What follows belongs to an exercise in optimizing a design on an open flow for a short achievable clock period and few clock cycles; a production flow would make more cautious choices. The RTL was checked by simulation tests, not by an equivalence proof against the original design. No activity file was given, so power comes from the tool's default toggle rates.

`config.mk`:
```
export PLATFORM = sky130hd
export DESIGN_NAME = gpu_top
export DESIGN_NICKNAME = gpu_top
export VERILOG_FILES = /design/flow/design.v
export SDC_FILE = /design/flow/constraint.sdc
export NUM_CORES = 8
export LEC_CHECK = 0
export CAP_MARGIN = 20
export CORE_MARGIN = 2
export CORE_UTILIZATION = 27
export PLACE_DENSITY = 0.38
export SETUP_SLACK_MARGIN = 5
export SLEW_MARGIN = 20
export SYNTH_HIERARCHICAL = 1
export SYNTH_MINIMUM_KEEP_SIZE = 0
export TNS_END_PERCENT = 30
```
`constraint.sdc`:
```
create_clock -name core_clock -period 10.0 [get_ports {clk}]
set_input_delay 2.0000 -clock core_clock [delete_from_list [all_inputs] [get_ports {clk}]]
set_output_delay 2.0000 -clock core_clock [all_outputs]
set_load 0.01 [all_outputs]
```
`design.v`:
```
package gpu_pkg;
  localparam int LANES = 4;
  localparam int WORD_W = 16;
  localparam int MEM_ROWS = 64;
  localparam int NUM_REGS = 32;
  localparam int IMEM_DEPTH = 32;
  localparam int SLOTS = 4;
  localparam int NBANK = 8;
  localparam int LNBANK = 3;
endpackage
module pfx_add #(parameter int N = 16) (
  input  logic [N-1:0] a,
  input  logic [N-1:0] b,
  input  logic         cin,
  output logic [N-1:0] s,
  output logic         cout
);
  localparam int L = $clog2(N + 1);
  logic [(L+1)*(N+1)-1:0] g, p;
  assign g[N:0] = {a & b, cin};
  assign p[N:0] = {a ^ b, 1'b0};
  for (genvar k = 0; k < L; k++) begin : g_lv
    for (genvar i = 0; i <= N; i++) begin : g_bit
      if (((i >> k) & 1) == 1) begin : g_op
        assign g[(k+1)*(N+1)+i] = g[k*(N+1)+i] | (p[k*(N+1)+i] & g[k*(N+1)+((i>>k)<<k)-1]);
        assign p[(k+1)*(N+1)+i] = p[k*(N+1)+i] & p[k*(N+1)+((i>>k)<<k)-1];
      end else begin : g_pass
        assign g[(k+1)*(N+1)+i] = g[k*(N+1)+i];
        assign p[(k+1)*(N+1)+i] = p[k*(N+1)+i];
      end
    end
  end
  assign s = (a ^ b) ^ g[L*(N+1) +: N];
  assign cout = g[L*(N+1)+N];
endmodule
module gpu_top (
  input  logic        clk,
  input  logic        rst_n,
  input  logic        imem_we,
  input  logic [4:0]  imem_addr,
  input  logic [31:0] imem_wdata,
  input  logic        start,
  input  logic [5:0]  instr_count,
  output logic        busy,
  output logic        done,
  input  logic        host_we,
  input  logic        host_re,
  input  logic [5:0]  host_addr,
  input  logic [63:0] host_wdata,
  output logic        host_ready,
  output logic [63:0] host_rdata,
  output logic        host_rvalid
);
  localparam int W   = gpu_pkg::SLOTS;
  localparam int NB  = gpu_pkg::NBANK;
  localparam int LNB = gpu_pkg::LNBANK;
  localparam int RPB = 64 / NB;           
  localparam int NP  = 32 + W;            
  localparam int SIW = 34;                
  localparam int F_ADD = 0, F_SUB = 1, F_AND = 2, F_XOR = 3, F_ADDI = 4,
                 F_LD = 5, F_ST = 6, F_MAT = 7, F_D = 8, F_S0 = 13, F_S1 = 18,
                 F_IMM = 23;
  function automatic logic [SIW-1:0] dec(input logic [31:0] w);
    dec = '0;
    dec[F_ADD]  = w[31:26] == 6'd1;
    dec[F_SUB]  = w[31:26] == 6'd2;
    dec[F_AND]  = w[31:26] == 6'd3;
    dec[F_XOR]  = w[31:26] == 6'd4;
    dec[F_ADDI] = w[31:26] == 6'd5;
    dec[F_LD]   = w[31:26] == 6'd6;
    dec[F_ST]   = w[31:26] == 6'd7;
    dec[F_MAT]  = w[31:26] == 6'd8;
    dec[F_D +: 5]    = w[25:21];
    dec[F_S0 +: 5]   = w[20:16];
    dec[F_S1 +: 5]   = w[15:11];
    dec[F_IMM +: 11] = w[10:0];
  endfunction
  logic        running;       
  logic        eng_busy;      
  logic [5:0]  cnt_q;
  logic [1023:0] imem_q, imem_d;
  always_comb begin
    imem_d = imem_q;
    for (int p = 0; p < 32; p++)
      if (imem_we && imem_addr == p[4:0]) imem_d[p*32 +: 32] = imem_wdata;
  end
  always_ff @(posedge clk) imem_q <= imem_d;
  logic [NP*SIW-1:0] siq;
  always_comb begin
    siq = '0;
    for (int p = 0; p < 32; p++) siq[p*SIW +: SIW] = dec(imem_q[p*32 +: 32]);
  end
  logic [NP*SIW-1:0] sic;
  logic [NP-1:0] c_wr, c_rd0, c_rd1, c_zid, c_mat, c_ld, c_st, c_ex;
  always_comb begin
    sic = '0;
    c_wr = '0; c_rd0 = '0; c_rd1 = '0; c_zid = '0; c_mat = '0; c_ld = '0; c_st = '0; c_ex = '0;
    for (int p = 0; p < 32; p++) begin
      sic[p*SIW +: SIW] = dec(imem_q[p*32 +: 32]);
      c_ex[p]  = 1'b1;
      c_wr[p]  = |sic[p*SIW +: 6];
      c_rd0[p] = |sic[p*SIW +: 5] | sic[p*SIW + F_ST] | sic[p*SIW + F_MAT];
      c_rd1[p] = |sic[p*SIW +: 4] | sic[p*SIW + F_MAT];
      c_zid[p] = (sic[p*SIW + F_SUB] | sic[p*SIW + F_XOR]) &&
                 (sic[p*SIW + F_S0 +: 5] == sic[p*SIW + F_S1 +: 5]);
      c_mat[p] = sic[p*SIW + F_MAT];
      c_ld[p]  = sic[p*SIW + F_LD];
      c_st[p]  = sic[p*SIW + F_ST];
    end
  end
  logic [32*W-1:0] c_inb, c_z0, c_z1, c_ldf, c_lp, c_ok;
  logic [32*W*2-1:0] c_sp;
  logic [32*4-1:0] c_len;
  logic f_rn0, f_rz0, f_rn1, f_rz1, f_ldf, f_two, f_pok;
  logic [3:0] f_nld, f_nst, f_nsp;
  always_comb begin
    c_inb = '0; c_z0 = '0; c_z1 = '0; c_ldf = '0; c_lp = '0; c_len = '0; c_sp = '0; c_ok = '0;
    f_rn0 = 1'b0; f_rz0 = 1'b0; f_rn1 = 1'b0; f_rz1 = 1'b0; f_ldf = 1'b0; f_two = 1'b0; f_pok = 1'b0;
    f_nld = '0; f_nst = '0; f_nsp = '0;
    for (int p = 0; p < 32; p++) begin
      for (int j = 0; j < W; j++) begin
        f_rn0 = 1'b0; f_rz0 = 1'b0; f_rn1 = 1'b0; f_rz1 = 1'b0; f_ldf = 1'b0;
        f_nld = '0; f_nst = '0; f_nsp = '0;
        for (int i = 0; i < j; i++) begin
          if (c_wr[p+i] && sic[(p+i)*SIW + F_D +: 5] == sic[(p+j)*SIW + F_S0 +: 5]) begin
            if (c_zid[p+i]) f_rz0 = 1'b1; else f_rn0 = 1'b1;
          end
          if (c_wr[p+i] && sic[(p+i)*SIW + F_D +: 5] == sic[(p+j)*SIW + F_S1 +: 5]) begin
            if (c_zid[p+i]) f_rz1 = 1'b1; else f_rn1 = 1'b1;
          end
          if (c_st[p+i] && sic[(p+i)*SIW + F_IMM +: 6] == sic[(p+j)*SIW + F_IMM +: 6]) f_ldf = 1'b1;
          f_nld = f_nld + {3'd0, c_ld[p+i]};
          f_nst = f_nst + {3'd0, c_st[p+i]};
          f_nsp = f_nsp + {3'd0, c_rd1[p+i] && !c_zid[p+i] &&
                                 (sic[(p+i)*SIW + F_S0 +: 5] != sic[(p+i)*SIW + F_S1 +: 5])};
        end
        f_two = c_rd1[p+j] && !c_zid[p+j] && !f_rz1 &&
                (sic[(p+j)*SIW + F_S0 +: 5] != sic[(p+j)*SIW + F_S1 +: 5]);
        c_ok[p*W+j] = c_ex[p+j] && !(j > 0 && (c_mat[p] || c_mat[p+j])) &&
                      !(c_rd0[p+j] && f_rn0) && !(c_rd1[p+j] && f_rn1) &&
                      !(c_ld[p+j] && f_nld >= 4'd2) && !(c_st[p+j] && f_nst >= 4'd1) &&
                      !(f_two && f_nsp >= 4'd2);
        c_z0[p*W+j] = f_rz0;
        c_z1[p*W+j] = f_rz1;
        c_ldf[p*W+j] = f_ldf & c_ld[p+j];
        c_lp[p*W+j] = f_nld[0];
        c_sp[(p*W+j)*2 +: 2] = !f_two ? 2'b00 : (f_nsp == 4'd0) ? 2'b01 : 2'b10;
      end
      f_pok = 1'b1;
      for (int j = 0; j < W; j++) begin
        f_pok = f_pok & c_ok[p*W+j];
        c_inb[p*W+j] = f_pok;
        if (!c_inb[p*W+j]) c_sp[(p*W+j)*2 +: 2] = 2'b00;
        c_len[p*4 +: 4] = c_len[p*4 +: 4] + {3'd0, c_inb[p*W+j]};
      end
    end
  end
  logic [32*W-1:0] s_inb, s_z0, s_z1, s_ldf, s_lp;
  logic [32*W*2-1:0] s_sp;
  logic [32*4-1:0] s_len;
  always_ff @(posedge clk) begin
    s_inb <= c_inb; s_z0 <= c_z0; s_z1 <= c_z1; s_ldf <= c_ldf; s_lp <= c_lp; s_sp <= c_sp;
    s_len <= c_len;
  end
  logic go;        
  logic adv;       
  logic hold;      
  logic eg_fin;    
  logic wait_q;    
  logic wait_b;    
  logic prm_q;     
  logic hz, hz2;   
  logic hz1s;
  logic [5:0] pcsel;
  assign go = (!busy && start && (instr_count != 6'd0) && !hz && !hz2 && prm_q) || wait_b;
  assign adv = running || go;
  assign hold = eng_busy && !eg_fin;
  assign pcsel = adv ? pcP_q : 6'd0;
  logic [31:0] pcP_oh, pcoh;
  assign pcoh = adv ? pcP_oh : 32'd1;
  logic [5:0]        pcP_q;               
  logic [5:0]        r_pc;
  logic [W*SIW-1:0]  r_si;
  logic [W-1:0]      r_inb, r_z0, r_z1, r_ldf, r_lp;
  logic [W*W-1:0]    r_fw0;               
  logic [W*2-1:0]    r_sp;                
  logic [9:0]        r_spr;               
  logic [2*W-1:0]    r_fws;               
  logic [W*32-1:0]   r_s0oh;              
  logic [2*32-1:0]   r_spoh;              
  logic [W-1:0]      r_fwc;               
  localparam int AS = W + 1;              
  localparam int BS = W + 4;              
  logic [W*AS-1:0]   r_asel, p_asel, s_asel;
  logic [W*BS-1:0]   r_bsel, p_bsel, s_bsel;
  logic [5:0]        x_pc;
  logic [W*SIW-1:0]  x_si;
  logic [W-1:0]      x_inb, x_z0, x_z1, x_ldf, x_lp, x_wr;
  logic [W*W-1:0]    x_fw0;
  logic [W*2-1:0]    x_sp;
  logic [9:0]        x_spr;
  logic [2*W-1:0]    x_fws;
  logic [W*32-1:0]   x_s0oh;
  logic [2*32-1:0]   x_spoh;
  logic [W-1:0]      x_fwc;
  always_comb begin
    x_pc = r_pc;
    x_si = r_si;
    x_inb = r_inb; x_z0 = r_z0; x_z1 = r_z1; x_ldf = r_ldf; x_lp = r_lp;
    x_fw0 = r_fw0; x_fwc = r_fwc;
    x_sp = r_sp; x_spr = r_spr; x_fws = r_fws;
    x_s0oh = r_s0oh; x_spoh = r_spoh;
    for (int j = 0; j < W; j++) x_wr[j] = |x_si[j*SIW +: 6];
  end
  logic [W*SIW-1:0]  p_si;
  logic [W-1:0]      p_inb, p_z0, p_z1, p_ldf, p_lp;
  logic [3:0]        p_len;
  logic [W*W-1:0]    p_fw0;
  logic [W*2-1:0]    p_sp;
  logic [9:0]        p_spr;
  logic [2*W-1:0]    p_fws;
  logic [W-1:0]      hs0, hs1;
  logic [W-1:0]      p_fwc;
  logic [W-1:0]      h0, hc, x_ldm, p_zid, x_zid;
  always_comb for (int j = 0; j < W; j++) x_ldm[j] = x_si[j*SIW + F_LD];
  always_comb begin
    p_si = '0; p_inb = '0; p_z0 = '0; p_z1 = '0; p_ldf = '0; p_lp = '0; p_len = '0; p_sp = '0;
    for (int p = 0; p < 32; p++) begin
      for (int j = 0; j < W; j++)
        p_si[j*SIW +: SIW] = p_si[j*SIW +: SIW] | ({SIW{pcoh[p]}} & siq[(p+j)*SIW +: SIW]);
      p_inb = p_inb | ({W{pcoh[p]}} & s_inb[p*W +: W]);
      p_z0 = p_z0 | ({W{pcoh[p]}} & s_z0[p*W +: W]);
      p_z1 = p_z1 | ({W{pcoh[p]}} & s_z1[p*W +: W]);
      p_sp = p_sp | ({2*W{pcoh[p]}} & s_sp[p*W*2 +: 2*W]);
      p_ldf = p_ldf | ({W{pcoh[p]}} & s_ldf[p*W +: W]);
      p_lp = p_lp | ({W{pcoh[p]}} & s_lp[p*W +: W]);
      p_len = p_len | ({4{pcoh[p]}} & s_len[p*4 +: 4]);
    end
    p_fw0 = '0; p_fwc = '0;
    h0 = '0; hc = '0;
    p_spr = '0;
    for (int j = 0; j < W; j++) begin
      if (p_sp[j*2]) p_spr[4:0] = p_spr[4:0] | p_si[j*SIW + F_S1 +: 5];
      if (p_sp[j*2+1]) p_spr[9:5] = p_spr[9:5] | p_si[j*SIW + F_S1 +: 5];
    end
    for (int i = 0; i < W; i++) begin
      hs0[i] = x_inb[i] & x_wr[i] & (x_si[i*SIW + F_D +: 5] == p_spr[4:0]);
      hs1[i] = x_inb[i] & x_wr[i] & (x_si[i*SIW + F_D +: 5] == p_spr[9:5]);
    end
    for (int i = 0; i < W; i++) begin
      p_fws[i] = hs0[i] & ~(|(hs0 >> (i+1)));
      p_fws[W+i] = hs1[i] & ~(|(hs1 >> (i+1)));
    end
    for (int j = 0; j < W; j++) begin
      for (int i = 0; i < W; i++) begin
        h0[i] = x_inb[i] & x_wr[i] & (x_si[i*SIW + F_D +: 5] == p_si[j*SIW + F_S0 +: 5]);
        hc[i] = x_inb[i] & x_wr[i] & (x_si[i*SIW + F_D +: 5] == p_si[j*SIW + F_D +: 5]);
      end
      for (int i = 0; i < W; i++) begin
        p_fw0[j*W+i] = h0[i] & ~(|(h0 >> (i+1)));
        if (j == 0) p_fwc[i] = hc[i] & ~(|(hc >> (i+1)));
      end
    end
  end
  logic r_stall;
  logic [W-1:0] e_ldin;
  assign r_stall = adv && x_si[F_MAT] && x_inb[0] && (|((x_fw0[W-1:0] | x_fws[W-1:0] | x_fwc) & e_ldin));
  always_ff @(posedge clk) begin
    if (!hold && r_stall) begin
      r_fw0 <= '0; r_fwc <= '0; r_fws <= '0;
      r_asel <= s_asel; r_bsel <= s_bsel;
    end
    if (!hold && !r_stall) begin
      pcP_q <= p_pcn;
      pcP_oh <= p_pcoh;
      r_pc <= pcsel;
      r_si <= p_si;
      r_inb <= p_inb;
      r_z0 <= p_z0; r_z1 <= p_z1; r_ldf <= p_ldf; r_lp <= p_lp;
      r_fw0 <= adv ? p_fw0 : '0; r_fwc <= adv ? p_fwc : '0;
      r_sp <= p_sp; r_spr <= p_spr; r_fws <= adv ? p_fws : '0;
      r_asel <= p_asel; r_bsel <= p_bsel;
      for (int j = 0; j < W; j++)
        for (int r = 0; r < 32; r++) r_s0oh[j*32+r] <= (p_si[j*SIW + F_S0 +: 5] == r[4:0]);
      for (int k = 0; k < 2; k++)
        for (int r = 0; r < 32; r++) r_spoh[k*32+r] <= (p_spr[k*5 +: 5] == r[4:0]);
    end
  end
  always_comb begin
    for (int j = 0; j < W; j++) begin
      p_zid[j] = (p_si[j*SIW + F_SUB] | p_si[j*SIW + F_XOR]) && (p_si[j*SIW + F_S0 +: 5] == p_si[j*SIW + F_S1 +: 5]);
      x_zid[j] = (x_si[j*SIW + F_SUB] | x_si[j*SIW + F_XOR]) && (x_si[j*SIW + F_S0 +: 5] == x_si[j*SIW + F_S1 +: 5]);
    end
    for (int j = 0; j < W; j++) begin
      p_asel[j*AS] = !(p_z0[j] || p_zid[j]) && !(adv && |p_fw0[j*W +: W]);
      for (int i = 0; i < W; i++) p_asel[j*AS+1+i] = !(p_z0[j] || p_zid[j]) && adv && p_fw0[j*W+i];
      p_bsel[j*BS+3] = p_si[j*SIW + F_ADDI];
      p_bsel[j*BS+0] = !p_si[j*SIW + F_ADDI] && !(p_z1[j] || p_zid[j]) && !p_sp[j*2] && !p_sp[j*2+1] &&
                       !(adv && |p_fw0[j*W +: W]);
      p_bsel[j*BS+1] = !p_si[j*SIW + F_ADDI] && !(p_z1[j] || p_zid[j]) && p_sp[j*2] && !(adv && |p_fws[W-1:0]);
      p_bsel[j*BS+2] = !p_si[j*SIW + F_ADDI] && !(p_z1[j] || p_zid[j]) && p_sp[j*2+1] && !(adv && |p_fws[2*W-1:W]);
      for (int i = 0; i < W; i++)
        p_bsel[j*BS+4+i] = !p_si[j*SIW + F_ADDI] && !(p_z1[j] || p_zid[j]) && adv &&
                           ((!p_sp[j*2] && !p_sp[j*2+1] && p_fw0[j*W+i]) || (p_sp[j*2] && p_fws[i]) || (p_sp[j*2+1] && p_fws[W+i]));
      s_asel[j*AS] = !(x_z0[j] || x_zid[j]);
      for (int i = 0; i < W; i++) s_asel[j*AS+1+i] = 1'b0;
      s_bsel[j*BS+3] = x_si[j*SIW + F_ADDI];
      s_bsel[j*BS+0] = !x_si[j*SIW + F_ADDI] && !(x_z1[j] || x_zid[j]) && !x_sp[j*2] && !x_sp[j*2+1];
      s_bsel[j*BS+1] = !x_si[j*SIW + F_ADDI] && !(x_z1[j] || x_zid[j]) && x_sp[j*2];
      s_bsel[j*BS+2] = !x_si[j*SIW + F_ADDI] && !(x_z1[j] || x_zid[j]) && x_sp[j*2+1];
      for (int i = 0; i < W; i++) s_bsel[j*BS+4+i] = 1'b0;
    end
  end
  logic [5:0] p_pcn;
  pfx_add #(.N(6)) u_pcn (.a(pcsel), .b({2'd0, p_len}), .cin(1'b0), .s(p_pcn), .cout());
  logic [31:0] p_pcoh;
  always_comb begin
    p_pcoh = '0;
    for (int v = 1; v <= W; v++)
      if (p_len == 4'(v)) p_pcoh = pcoh << v;
  end
  logic [4*32*16-1:0] rf_q;
  logic [31:0] rf_v;            
  logic [W*64-1:0] e_res;
  logic [W*6-1:0]  e_res6;
  logic [5:0] cnt_eff;
  assign cnt_eff = busy ? cnt_q : instr_count;
  logic [W*64-1:0] r_v0, r_opa, r_opb;
  logic [5:0]      r_va, r_vb, r_vc;        
  logic [5:0]      r_fa, r_fb, r_fc;
  logic            r_vm0, r_pcge;
  pfx_add #(.N(6)) u_rpc (.a(x_pc), .b(~cnt_eff), .cin(1'b1), .s(), .cout(r_pcge));
  logic [2*RPB-1:0] r_lidx;                 
  logic [2*NB-1:0]  r_lbank;                
  logic [5:0]       r_strow;
  logic [W-1:0]    r_stsl;
  logic [W*32-1:0] s0sel;
  logic [2*32-1:0] spsel;
  logic [2*64-1:0] r_vs;
  logic [W*64-1:0] r_tb;
  logic [W-1:0]    r_zid;
  always_comb begin
    for (int j = 0; j < W; j++) begin
      for (int r = 0; r < 32; r++) begin
        s0sel[j*32+r] = x_s0oh[j*32+r] && rf_v[r];
      end
    end
    for (int k = 0; k < 2; k++)
      for (int r = 0; r < 32; r++)
        spsel[k*32+r] = x_spoh[k*32+r] && rf_v[r];
    r_v0 = '0; r_vs = '0;
    for (int j = 0; j < W; j++) begin
      for (int l = 0; l < 4; l++) begin
        for (int r = 0; r < 32; r++) begin
          r_v0[j*64+l*16 +: 16] = r_v0[j*64+l*16 +: 16] | ({16{s0sel[j*32+r]}} & rf_q[(l*32+r)*16 +: 16]);
        end
      end
    end
    for (int k = 0; k < 2; k++)
      for (int l = 0; l < 4; l++)
        for (int r = 0; r < 32; r++)
          r_vs[k*64+l*16 +: 16] = r_vs[k*64+l*16 +: 16] | ({16{spsel[k*32+r]}} & rf_q[(l*32+r)*16 +: 16]);
    r_opa = '0; r_opb = '0;
    for (int j = 0; j < W; j++) begin
      r_opa[j*64 +: 64] = {64{r_asel[j*AS]}} & r_v0[j*64 +: 64];
      r_tb[j*64 +: 64] = ({64{r_bsel[j*BS]}} & r_v0[j*64 +: 64]) |
                         ({64{r_bsel[j*BS+1]}} & r_vs[63:0]) |
                         ({64{r_bsel[j*BS+2]}} & r_vs[127:64]) |
                         ({64{r_bsel[j*BS+3]}} & {4{5'd0, x_si[j*SIW + F_IMM +: 11]}});
      for (int i = 0; i < W; i++) begin
        r_opa[j*64 +: 64] = r_opa[j*64 +: 64] | ({64{r_asel[j*AS+1+i]}} & e_res[i*64 +: 64]);
        r_tb[j*64 +: 64] = r_tb[j*64 +: 64] | ({64{r_bsel[j*BS+4+i]}} & e_res[i*64 +: 64]);
      end
      r_opb[j*64 +: 64] = r_tb[j*64 +: 64] ^ {64{x_si[j*SIW + F_SUB]}};
    end
    r_fa = '0; r_fb = '0; r_fc = '0; r_vc = '0;
    for (int i = 0; i < W; i++) begin
      r_fa = r_fa | ({6{x_fw0[i]}} & e_res6[i*6 +: 6]);
      r_fb = r_fb | ({6{x_fws[i]}} & e_res6[i*6 +: 6]);
      r_fc = r_fc | ({6{x_fwc[i]}} & e_res6[i*6 +: 6]);
    end
    for (int r = 0; r < 32; r++)
      r_vc = r_vc | ({6{x_si[F_D +: 5] == r[4:0] && rf_v[r]}} & rf_q[r*16 +: 6]);
    r_va = (|x_fw0[W-1:0]) ? r_fa : r_v0[5:0];
    r_vb = !x_sp[0] ? r_va : (|x_fws[W-1:0]) ? r_fb : r_vs[5:0];
    if (|x_fwc) r_vc = r_fc;
    r_vm0 = x_inb[0] && !r_pcge;
    r_lidx = '0; r_lbank = '0; r_strow = '0; r_stsl = '0;
    for (int j = 0; j < W; j++) begin
      if (x_si[j*SIW + F_LD] && x_inb[j]) begin
        for (int i = 0; i < RPB; i++)
          if (x_si[j*SIW + F_IMM + LNB +: 6-LNB] == i[5-LNB:0]) r_lidx[(x_lp[j] ? RPB : 0) + i] = 1'b1;
        for (int t = 0; t < NB; t++)
          if (x_si[j*SIW + F_IMM +: LNB] == t[LNB-1:0]) r_lbank[(x_lp[j] ? NB : 0) + t] = 1'b1;
      end
      if (x_si[j*SIW + F_ST] && x_inb[j]) r_strow = r_strow | x_si[j*SIW + F_IMM +: 6];
      r_stsl[j] = x_si[j*SIW + F_ST] & x_inb[j];
    end
  end
  logic [W*64-1:0] e_opa, e_opb;
  logic [5:0]      e_pc, e_pcn;
  logic [W-1:0]    e_inb, e_cin, e_ldf, e_lp, e_stsl;
  logic [W-1:0]    e_add, e_and, e_xor, e_ld, e_wr;
  logic            e_mat;
  logic [W*5-1:0]  e_d;
  logic [2*NB-1:0]  e_lbank;
  logic [5:0]      e_strow;
  always_ff @(posedge clk) begin
    if (!hold) begin
      e_opa <= r_opa; e_opb <= r_opb;
      e_pc <= x_pc; e_pcn <= r_stall ? x_pc : pcsel;
      e_inb <= r_stall ? '0 : x_inb;
      e_ldf <= x_ldf; e_lp <= x_lp;
      e_stsl <= r_stsl;
      for (int j = 0; j < W; j++) begin
        e_cin[j] <= x_si[j*SIW + F_SUB];
        e_add[j] <= x_si[j*SIW + F_ADD] | x_si[j*SIW + F_SUB] | x_si[j*SIW + F_ADDI];
        e_and[j] <= x_si[j*SIW + F_AND];
        e_xor[j] <= x_si[j*SIW + F_XOR];
        e_ld[j]  <= x_si[j*SIW + F_LD];
        e_wr[j]  <= x_wr[j];
      end
      e_mat <= x_si[F_MAT];
      for (int j = 0; j < W; j++) e_d[j*5 +: 5] <= x_si[j*SIW + F_D +: 5];
      e_lbank <= r_lbank; e_strow <= r_strow;
    end
  end
  assign e_ldin = e_ld & e_inb;
  logic [W-1:0] e_vm, e_st, r_vm;
  logic         e_last, e_go, r_last;
  logic [5:0]   r_left;
  logic         r_nneg, r_pcnge;
  pfx_add #(.N(6)) u_rleft (.a(cnt_eff), .b(~x_pc), .cin(1'b1), .s(r_left), .cout(r_nneg));
  pfx_add #(.N(6)) u_rlast (.a(pcsel), .b(~cnt_eff), .cin(1'b1), .s(), .cout(r_pcnge));
  always_comb begin
    for (int j = 0; j < W; j++)
      r_vm[j] = x_inb[j] && r_nneg && (r_left > 6'(j));
    r_last = r_pcnge;
    e_go = running;
  end
  always_ff @(posedge clk) begin
    if (!hold) begin
      e_vm <= r_stall ? '0 : r_vm;
      e_st <= r_stall ? '0 : (r_stsl & r_vm);
      e_last <= r_last && !r_stall;
    end
  end
  logic [4095:0] mem_q;
  logic [63:0] e_std, e_lp0, e_lp1;
  logic [W*64-1:0] e_ldv, e_sum;
  logic [W*6-1:0]  e_sum6;
  for (genvar j = 0; j < W; j++) begin : g_alu
    for (genvar l = 0; l < 4; l++) begin : g_lane
      pfx_add #(.N(16)) u_add (.a(e_opa[j*64+l*16 +: 16]), .b(e_opb[j*64+l*16 +: 16]), .cin(e_cin[j]),
                               .s(e_sum[j*64+l*16 +: 16]), .cout());
    end
    pfx_add #(.N(6)) u_add6 (.a(e_opa[j*64 +: 6]), .b(e_opb[j*64 +: 6]), .cin(e_cin[j]),
                             .s(e_sum6[j*6 +: 6]), .cout());
  end
  always_comb begin
    e_std = '0;
    for (int j = 0; j < W; j++) e_std = e_std | ({64{e_stsl[j]}} & e_opa[j*64 +: 64]);
    e_lp0 = '0; e_lp1 = '0;
    for (int t = 0; t < NB; t++) begin
      e_lp0 = e_lp0 | ({64{e_lbank[t]}} & eg_rda[t*64 +: 64]);
      e_lp1 = e_lp1 | ({64{e_lbank[NB+t]}} & eg_rdb[t*64 +: 64]);
    end
    for (int j = 0; j < W; j++) begin
      e_ldv[j*64 +: 64] = e_ldf[j] ? e_std : (e_lp[j] ? e_lp1 : e_lp0);
      e_res[j*64 +: 64] = ({64{e_add[j]}} & e_sum[j*64 +: 64]) |
                          ({64{e_and[j]}} & (e_opa[j*64 +: 64] & e_opb[j*64 +: 64])) |
                          ({64{e_xor[j]}} & (e_opa[j*64 +: 64] ^ e_opb[j*64 +: 64])) |
                          ({64{e_ld[j]}} & e_ldv[j*64 +: 64]);
      e_res6[j*6 +: 6] = ({6{e_add[j]}} & e_sum6[j*6 +: 6]) |
                         ({6{e_and[j]}} & (e_opa[j*64 +: 6] & e_opb[j*64 +: 6])) |
                         ({6{e_xor[j]}} & (e_opa[j*64 +: 6] ^ e_opb[j*64 +: 6]));
    end
  end
  logic [W*32-1:0] wsel;
  logic [31:0] wen;
  always_comb begin
    wen = '0;
    for (int r = 0; r < 32; r++) begin
      for (int j = W-1; j >= 0; j--) begin
        wsel[j*32+r] = e_go && e_wr[j] && e_vm[j] && (e_d[j*5 +: 5] == r[4:0]) && !wen[r];
        wen[r] = wen[r] | wsel[j*32+r];
      end
    end
  end
  logic [4*32*16-1:0] rf_d;
  always_comb begin
    rf_d = '0;
    for (int r = 0; r < 32; r++)
      for (int l = 0; l < 4; l++)
        for (int j = 0; j < W; j++)
          rf_d[(l*32+r)*16 +: 16] = rf_d[(l*32+r)*16 +: 16] | ({16{wsel[j*32+r]}} & e_res[j*64+l*16 +: 16]);
  end
  always_ff @(posedge clk) begin
    for (int r = 0; r < 32; r++)
      for (int l = 0; l < 4; l++)
        if (wen[r]) rf_q[(l*32+r)*16 +: 16] <= rf_d[(l*32+r)*16 +: 16];
  end
  always_ff @(posedge clk or negedge rst_n) begin
    if (!rst_n) rf_v <= '0;
    else rf_v <= rf_v | wen;
  end
  logic [5:0]        eg_a, eg_b, eg_c;
  logic [6:0]        eg_rem;                       
  logic [NB-1:0]     eg_rbth;                      
  logic              eg_d1a, eg_d1b;               
  logic [NB-1:0]     eg_coh, eg_aoh, eg_boh;       
  logic [NB-1:0]     eg_wact, eg_wlast;          
  logic [NB*RPB-1:0] eg_widx, eg_ria, eg_rib;
  logic [NB*NB-1:0]  eg_rotau, eg_rotbu;           
  logic [NB*NB-1:0]  eg_rota, eg_rotb;             
  logic [NB-1:0]     eg_laa, eg_lab;
  logic [63:0]       eg_la;
  always_comb begin
    for (int b = 0; b < NB; b++) begin
      eg_wact[b] = 1'b0;
      for (int u = 0; u < NB; u++)
        eg_wact[b] = eg_wact[b] | (eg_coh[u] && eg_rbth[(b - u + NB) % NB] && st_remth[(b - u + NB) % NB]);
    end
    for (int b = 0; b < NB; b++)
      eg_wlast[b] = eg_wact[b] && (!eg_wact[(b+1) % NB] || eg_coh[(b+1) % NB]);
  end
  logic [5:0]        su_dac, su_dbc;               
  logic [NB-1:0]     su_coh, su_aoh, su_boh, su_tha, su_thb, su_cgt, su_agt, su_bgt;
  logic [NB*RPB-1:0] su_widx, su_ria, su_rib;
  logic [NB*NB-1:0]  su_rota, su_rotb;
  logic [6:0]        su_n;
  pfx_add #(.N(6)) u_dac (.a(r_vc), .b(~r_va), .cin(1'b1), .s(su_dac), .cout());
  pfx_add #(.N(6)) u_dbc (.a(r_vc), .b(~r_vb), .cin(1'b1), .s(su_dbc), .cout());
  always_comb begin
    su_n = x_si[F_IMM +: 7];
    for (int u = 0; u < NB; u++) begin
      su_coh[u] = (r_vc[LNB-1:0] == u[LNB-1:0]);
      su_aoh[u] = (r_va[LNB-1:0] == u[LNB-1:0]);
      su_boh[u] = (r_vb[LNB-1:0] == u[LNB-1:0]);
    end
    for (int k = 0; k < NB; k++) begin
      su_tha[k] = (su_dac == 6'd1) ? (k < NB-1) :
                  ((su_dac[5:LNB] != '0) || (su_dac[LNB-1:1] == '0) || (su_dac[LNB-1:0] > k[LNB-1:0]));
      su_thb[k] = (su_dbc == 6'd1) ? (k < NB-1) :
                  ((su_dbc[5:LNB] != '0) || (su_dbc[LNB-1:1] == '0) || (su_dbc[LNB-1:0] > k[LNB-1:0]));
    end
    for (int b = 0; b < NB; b++) begin
      su_cgt[b] = 1'b0; su_agt[b] = 1'b0; su_bgt[b] = 1'b0;
      for (int u = b + 1; u < NB; u++) begin
        su_cgt[b] = su_cgt[b] | su_coh[u];
        su_agt[b] = su_agt[b] | su_aoh[u];
        su_bgt[b] = su_bgt[b] | su_boh[u];
      end
    end
    for (int b = 0; b < NB; b++) begin
      for (int i = 0; i < RPB; i++) begin
        su_widx[b*RPB+i] = su_cgt[b] ? (r_vc[5:LNB] == (6-LNB)'((i + RPB - 1) % RPB)) : (r_vc[5:LNB] == (6-LNB)'(i));
        su_ria[b*RPB+i]  = su_agt[b] ? (r_va[5:LNB] == (6-LNB)'((i + RPB - 1) % RPB)) : (r_va[5:LNB] == (6-LNB)'(i));
        su_rib[b*RPB+i]  = su_bgt[b] ? (r_vb[5:LNB] == (6-LNB)'((i + RPB - 1) % RPB)) : (r_vb[5:LNB] == (6-LNB)'(i));
      end
      for (int t = 0; t < NB; t++) begin
        su_rota[b*NB+t] = 1'b0; su_rotb[b*NB+t] = 1'b0;
        for (int u = 0; u < NB; u++) begin
          su_rota[b*NB+t] = su_rota[b*NB+t] | (su_coh[u] & su_aoh[(u + t - b + NB) % NB]);
          su_rotb[b*NB+t] = su_rotb[b*NB+t] | (su_coh[u] & su_boh[(u + t - b + NB) % NB]);
        end
      end
    end
  end
  logic [NB-1:0]     st_remth, st_mcth, st_coh, st_aoh, st_boh, st_laa, st_lab;
  logic [NB-1:0]     st_cgt, st_agt, st_bgt;
  logic [NB:0]       st_mcoh;
  logic [4:0]        eg_mc;                        
  logic [5:0]        st_a, st_b, st_c;
  logic [6:0]        st_rem;
  logic [NB*RPB-1:0] st_widx, st_ria, st_rib;
  always_comb begin
    for (int k = 0; k < NB; k++) st_remth[k] = (eg_rem[6:LNB] != '0) || (eg_rem[LNB-1:0] > k[LNB-1:0]);
    st_mcth = st_remth & eg_rbth;
    st_mcoh[0] = 1'b0;
    for (int v = 1; v <= NB; v++) st_mcoh[v] = st_mcth[v-1] && (v == NB || !st_mcth[v % NB]);
    eg_mc = '0;
    for (int v = 1; v <= NB; v++) eg_mc = eg_mc | ({5{st_mcoh[v]}} & 5'(v));
  end
  logic eg_remle;    
  assign eg_remle = ((eg_rem[6:LNB] == '0) || (eg_rem == 7'(NB))) && !(|(st_remth & ~eg_rbth));
  assign eg_fin = eng_busy && eg_remle;
  pfx_add #(.N(6)) u_sta (.a(eg_a), .b({1'b0, eg_mc}), .cin(1'b0), .s(st_a), .cout());
  pfx_add #(.N(6)) u_stb (.a(eg_b), .b({1'b0, eg_mc}), .cin(1'b0), .s(st_b), .cout());
  pfx_add #(.N(6)) u_stc (.a(eg_c), .b({1'b0, eg_mc}), .cin(1'b0), .s(st_c), .cout());
  pfx_add #(.N(7)) u_str (.a(eg_rem), .b({2'b11, ~eg_mc}), .cin(1'b1), .s(st_rem), .cout());
  always_comb begin
    for (int u = 0; u < NB; u++) begin
      st_coh[u] = 1'b0; st_aoh[u] = 1'b0; st_boh[u] = 1'b0;
      for (int v = 1; v <= NB; v++) begin
        st_coh[u] = st_coh[u] | (st_mcoh[v] & eg_coh[(u - v + 2*NB) % NB]);
        st_aoh[u] = st_aoh[u] | (st_mcoh[v] & eg_aoh[(u - v + 2*NB) % NB]);
        st_boh[u] = st_boh[u] | (st_mcoh[v] & eg_boh[(u - v + 2*NB) % NB]);
      end
    end
    for (int b = 0; b < NB; b++) begin
      st_cgt[b] = 1'b0; st_agt[b] = 1'b0; st_bgt[b] = 1'b0;
      for (int u = b + 1; u < NB; u++) begin
        st_cgt[b] = st_cgt[b] | st_coh[u];
        st_agt[b] = st_agt[b] | st_aoh[u];
        st_bgt[b] = st_bgt[b] | st_boh[u];
      end
    end
    for (int b = 0; b < NB; b++) begin
      st_laa[b] = eg_d1a && st_coh[b];
      st_lab[b] = eg_d1b && st_coh[b];
      for (int i = 0; i < RPB; i++) begin
        st_widx[b*RPB+i] = st_cgt[b] ? (st_c[5:LNB] == (6-LNB)'((i + RPB - 1) % RPB)) : (st_c[5:LNB] == (6-LNB)'(i));
        st_ria[b*RPB+i]  = st_agt[b] ? (st_a[5:LNB] == (6-LNB)'((i + RPB - 1) % RPB)) : (st_a[5:LNB] == (6-LNB)'(i));
        st_rib[b*RPB+i]  = st_bgt[b] ? (st_b[5:LNB] == (6-LNB)'((i + RPB - 1) % RPB)) : (st_b[5:LNB] == (6-LNB)'(i));
      end
    end
  end
  always_ff @(posedge clk) begin
    if (hold) begin
      eg_a <= st_a; eg_b <= st_b; eg_c <= st_c; eg_rem <= st_rem;
      eg_coh <= st_coh; eg_aoh <= st_aoh; eg_boh <= st_boh;
      eg_laa <= st_laa; eg_lab <= st_lab;
      eg_widx <= st_widx; eg_ria <= st_ria; eg_rib <= st_rib;
      for (int b = 0; b < NB; b++) begin
        eg_rota[b*NB +: NB] <= st_laa[b] ? '0 : eg_rotau[b*NB +: NB];
        eg_rotb[b*NB +: NB] <= st_lab[b] ? '0 : eg_rotbu[b*NB +: NB];
      end
    end else begin
      eg_a <= r_va; eg_b <= r_vb; eg_c <= r_vc; eg_rem <= su_n;
      eg_rbth <= su_tha & su_thb;
      eg_d1a <= (su_dac == 6'd1); eg_d1b <= (su_dbc == 6'd1);
      eg_coh <= su_coh; eg_aoh <= su_aoh; eg_boh <= su_boh;
      eg_laa <= '0; eg_lab <= '0;
      eg_widx <= su_widx;
      for (int t = 0; t < NB; t++) begin
        eg_ria[t*RPB +: RPB] <= x_si[F_MAT] ? su_ria[t*RPB +: RPB] : r_lidx[RPB-1:0];
        eg_rib[t*RPB +: RPB] <= x_si[F_MAT] ? su_rib[t*RPB +: RPB] : r_lidx[2*RPB-1:RPB];
      end
      eg_rotau <= su_rota; eg_rotbu <= su_rotb; eg_rota <= su_rota; eg_rotb <= su_rotb;
    end
    if (eng_busy) eg_la <= eg_lad;
  end
  logic [NB*64-1:0] eg_rda, eg_rdb, eg_sum, eg_va, eg_vb;
  logic [NB*RPB-1:0] pa_sel, pb_sel;
  logic [63:0]      eg_lad;
  always_comb begin
    eg_rda = '0; eg_rdb = '0;
    for (int s = 0; s < NB; s++) begin
      for (int i = 0; i < RPB; i++) begin
        pa_sel[s*RPB+i] = eg_ria[s*RPB+i];
        pb_sel[s*RPB+i] = eg_rib[s*RPB+i];
        eg_rda[s*64 +: 64] = eg_rda[s*64 +: 64] | ({64{pa_sel[s*RPB+i]}} & mem_q[(s+NB*i)*64 +: 64]);
        eg_rdb[s*64 +: 64] = eg_rdb[s*64 +: 64] | ({64{pb_sel[s*RPB+i]}} & mem_q[(s+NB*i)*64 +: 64]);
      end
    end
    eg_lad = '0;
    for (int s = 0; s < NB; s++)
      eg_lad = eg_lad | ({64{eg_wlast[s]}} & (eg_d1a ? eg_rda[s*64 +: 64] : eg_rdb[s*64 +: 64]));
    for (int b = 0; b < NB; b++) begin
      eg_va[b*64 +: 64] = {64{eg_laa[b]}} & eg_la;
      eg_vb[b*64 +: 64] = {64{eg_lab[b]}} & eg_la;
      for (int t = 0; t < NB; t++) begin
        eg_va[b*64 +: 64] = eg_va[b*64 +: 64] | ({64{eg_rota[b*NB+t]}} & eg_rda[t*64 +: 64]);
        eg_vb[b*64 +: 64] = eg_vb[b*64 +: 64] | ({64{eg_rotb[b*NB+t]}} & eg_rdb[t*64 +: 64]);
      end
    end
  end
  for (genvar b = 0; b < NB; b++) begin : g_eng
    for (genvar l = 0; l < 4; l++) begin : g_lane
      pfx_add #(.N(16)) u_add (.a(eg_va[b*64+l*16 +: 16]), .b(eg_vb[b*64+l*16 +: 16]), .cin(1'b0),
                               .s(eg_sum[b*64+l*16 +: 16]), .cout());
    end
  end
  logic        hw_q;
  logic [5:0]  hw_addr;
  logic [63:0] hw_data;
  always_ff @(posedge clk) begin
    hw_q <= host_we && !busy;
    hw_addr <= host_addr;
    hw_data <= host_wdata;
  end
  always_ff @(posedge clk) begin
    for (int x = 0; x < 64; x++) begin
      if (eng_busy && eg_wact[x % NB] && eg_widx[(x % NB)*RPB + x / NB])
        mem_q[x*64 +: 64] <= eg_sum[(x % NB)*64 +: 64];
      else if ((e_go && (|e_st) && e_strow == x[5:0]) || (hw_q && hw_addr == x[5:0]))
        mem_q[x*64 +: 64] <= hw_q ? hw_data : e_std;
    end
  end
  logic [63:0] hr_q, hr_d;
  logic        hr_sthit;
  assign hr_sthit = running && (|e_st) && (e_strow == host_addr);
  logic        hr_hit;
  assign hr_hit = hw_q && (hw_addr == host_addr);
  always_comb begin
    hr_d = '0;
    for (int x = 0; x < 64; x++) hr_d = hr_d | ({64{host_addr == x[5:0]}} & mem_q[x*64 +: 64]);
    if (hr_sthit) hr_d = e_std;
    if (hr_hit) hr_d = hw_data;
  end
  always_ff @(posedge clk) hr_q <= hr_d;
  assign host_rdata = hr_q;
  logic ready_q;
  logic enter;       
  logic last_e;      
  logic early;       
  assign host_ready = ready_q;
  assign enter = (running && !hold && !last_e) || go;
  assign early = enter && !r_stall && r_vm0 && r_last &&
                 !(x_si[F_MAT] && (x_si[F_IMM +: 7] != 7'd0));
  always_ff @(posedge clk or negedge rst_n) begin
    if (!rst_n) begin
      running <= 1'b0;
      wait_q <= 1'b0;
      wait_b <= 1'b0;
      prm_q <= 1'b0;
      last_e <= 1'b0;
      eng_busy <= 1'b0;
      busy <= 1'b0;
      done <= 1'b0;
      ready_q <= 1'b1;
      host_rvalid <= 1'b0;
      hz <= 1'b1;
      hz1s <= 1'b1;
      hz2 <= 1'b1;
      cnt_q <= '0;
    end else begin
      done <= 1'b0;
      host_rvalid <= host_re && !busy;
      hz <= imem_we && ({1'b0, imem_addr} < 6'(2*W));
      hz1s <= imem_we && ({1'b0, imem_addr} < 6'(W));
      hz2 <= hz1s;
      wait_q <= 1'b0;
      wait_b <= wait_q;
      prm_q <= !adv;
      if (last_e) begin
        running <= 1'b0;
        last_e <= 1'b0;
      end
      if (!busy && start) begin
        cnt_q <= instr_count;
        if (instr_count == 6'd0) begin
          done <= 1'b1;
        end else begin
          busy <= 1'b1;
          ready_q <= 1'b0;
          if (go) running <= 1'b1;
          else wait_q <= 1'b1;
        end
      end
      if (wait_b) running <= 1'b1;
      if (hold) eng_busy <= 1'b1;
      else eng_busy <= enter && !r_stall && x_si[F_MAT] && r_vm0 && (x_si[F_IMM +: 7] != 7'd0);
      if (early) begin
        running <= 1'b1;
        last_e <= 1'b1;
        busy <= 1'b0;
        ready_q <= 1'b1;
        done <= 1'b1;
      end
      if (running && !last_e && e_last && !hold) begin
        running <= 1'b0;
        busy <= 1'b0;
        ready_q <= 1'b1;
        done <= 1'b1;
        eng_busy <= 1'b0;
      end
    end
  end
endmodule
```
`run.sh`:
```
#!/bin/bash
# synth_recipe.tcl (not shown) runs the flow's synth.tcl, then flattens the netlist and writes it again
# the make line also repeats each setting of config.mk as NAME=value (left out here)
make -C /OpenROAD-flow-scripts/flow DESIGN_CONFIG=/design/flow/config.mk WORK_HOME=/design/flow/orfs CLKGATE_MAP_FILE= SYNTH_SCRIPT=/design/flow/synth_recipe.tcl finish
```
==> impl_results.md <==
* Result of the run: stopped before the end
* Last stage: global routing
* Err: [ERROR GRT-0116] Global routing finished with congestion. Check the congestion regions in the DRC Viewer.
* Total routing resource utilization after global routing at roughly three quarters
* Pin count of the biggest net entering global routing at 177
* Clk buf depth at 6
* Height of the die at ~1.6 mm
* Synthesized area at 707700 µm²
* Total CTS buffers at ~1300
* Half-perimeter wire length after placement at around 7000 mm
* Cell row count at 594
* X dimension of the die at 1.623 mm
* TritonCTS sink count at between 9000 and 10000
* Port buffer count at between 150 and 200
* Average size of a mapped cell at 9.320 µm²
* Clk Tree Root Cell: clkbuf_16
* Total congestion overflow after global routing at 1
* Number of warnings issued by yosys at 7
* Initial core utilization at 27.07%
* Top-level I/O count at 187
* Post-placement setup slack at ~0.74 ns
* H-tree level count at 7
* Area post-placement at around 790000 µm²
* Number of standard cells after synthesis at about 76000
* Number of global-route vias before repair at around 900k
* Final weighted congestion in routability-driven placement at approximately 1.2
* First-pass GRT wire length at between 10000 and 15000 mm
-- timing repair --
action / 4_1_cts
resized for setup: 4894
hold buffers: 0
endpoints found under the setup margin: 10226
pin swaps: 1467
buffers inserted: 2926
cloned: 70
-- metrics by stage --
step           utilization, %  std cells
2_1_floorplan               -      75992
3_3_place_gp            30.15     108215
3_5_place_dp            30.20     108273
4_1_cts                 33.77     113638
-- metal layers --
layer	global-route usage, %	GRT overflow
met4	70.13	1
met2	82.78	0
met5	47.62	0
met1	76.62	0
met3	69.69	0
-- how the worst min path moves through the flow --
stage	cells past startpoint	startpoint	endpoint	slack (ns)
CTS	0	hz1s	hz2	0.35
global placement	0	wait_q	wait_b	0.34
detailed placement	0	wait_q	wait_b	0.34
floorplan	0	wait_q	wait_b	0.33
-- power groups by stage --
stage / clock network, mW / logic (mW) / registers [mW]
global placement: 0 / 308 / 77.8
detailed placement: 0 / 306 / 77.3
CTS: 49.7 / 353 / 74.8
floorplan: 0 / 123 / 62.9
Testbench counts, summed over its fixed seeds: cycles 5,137.
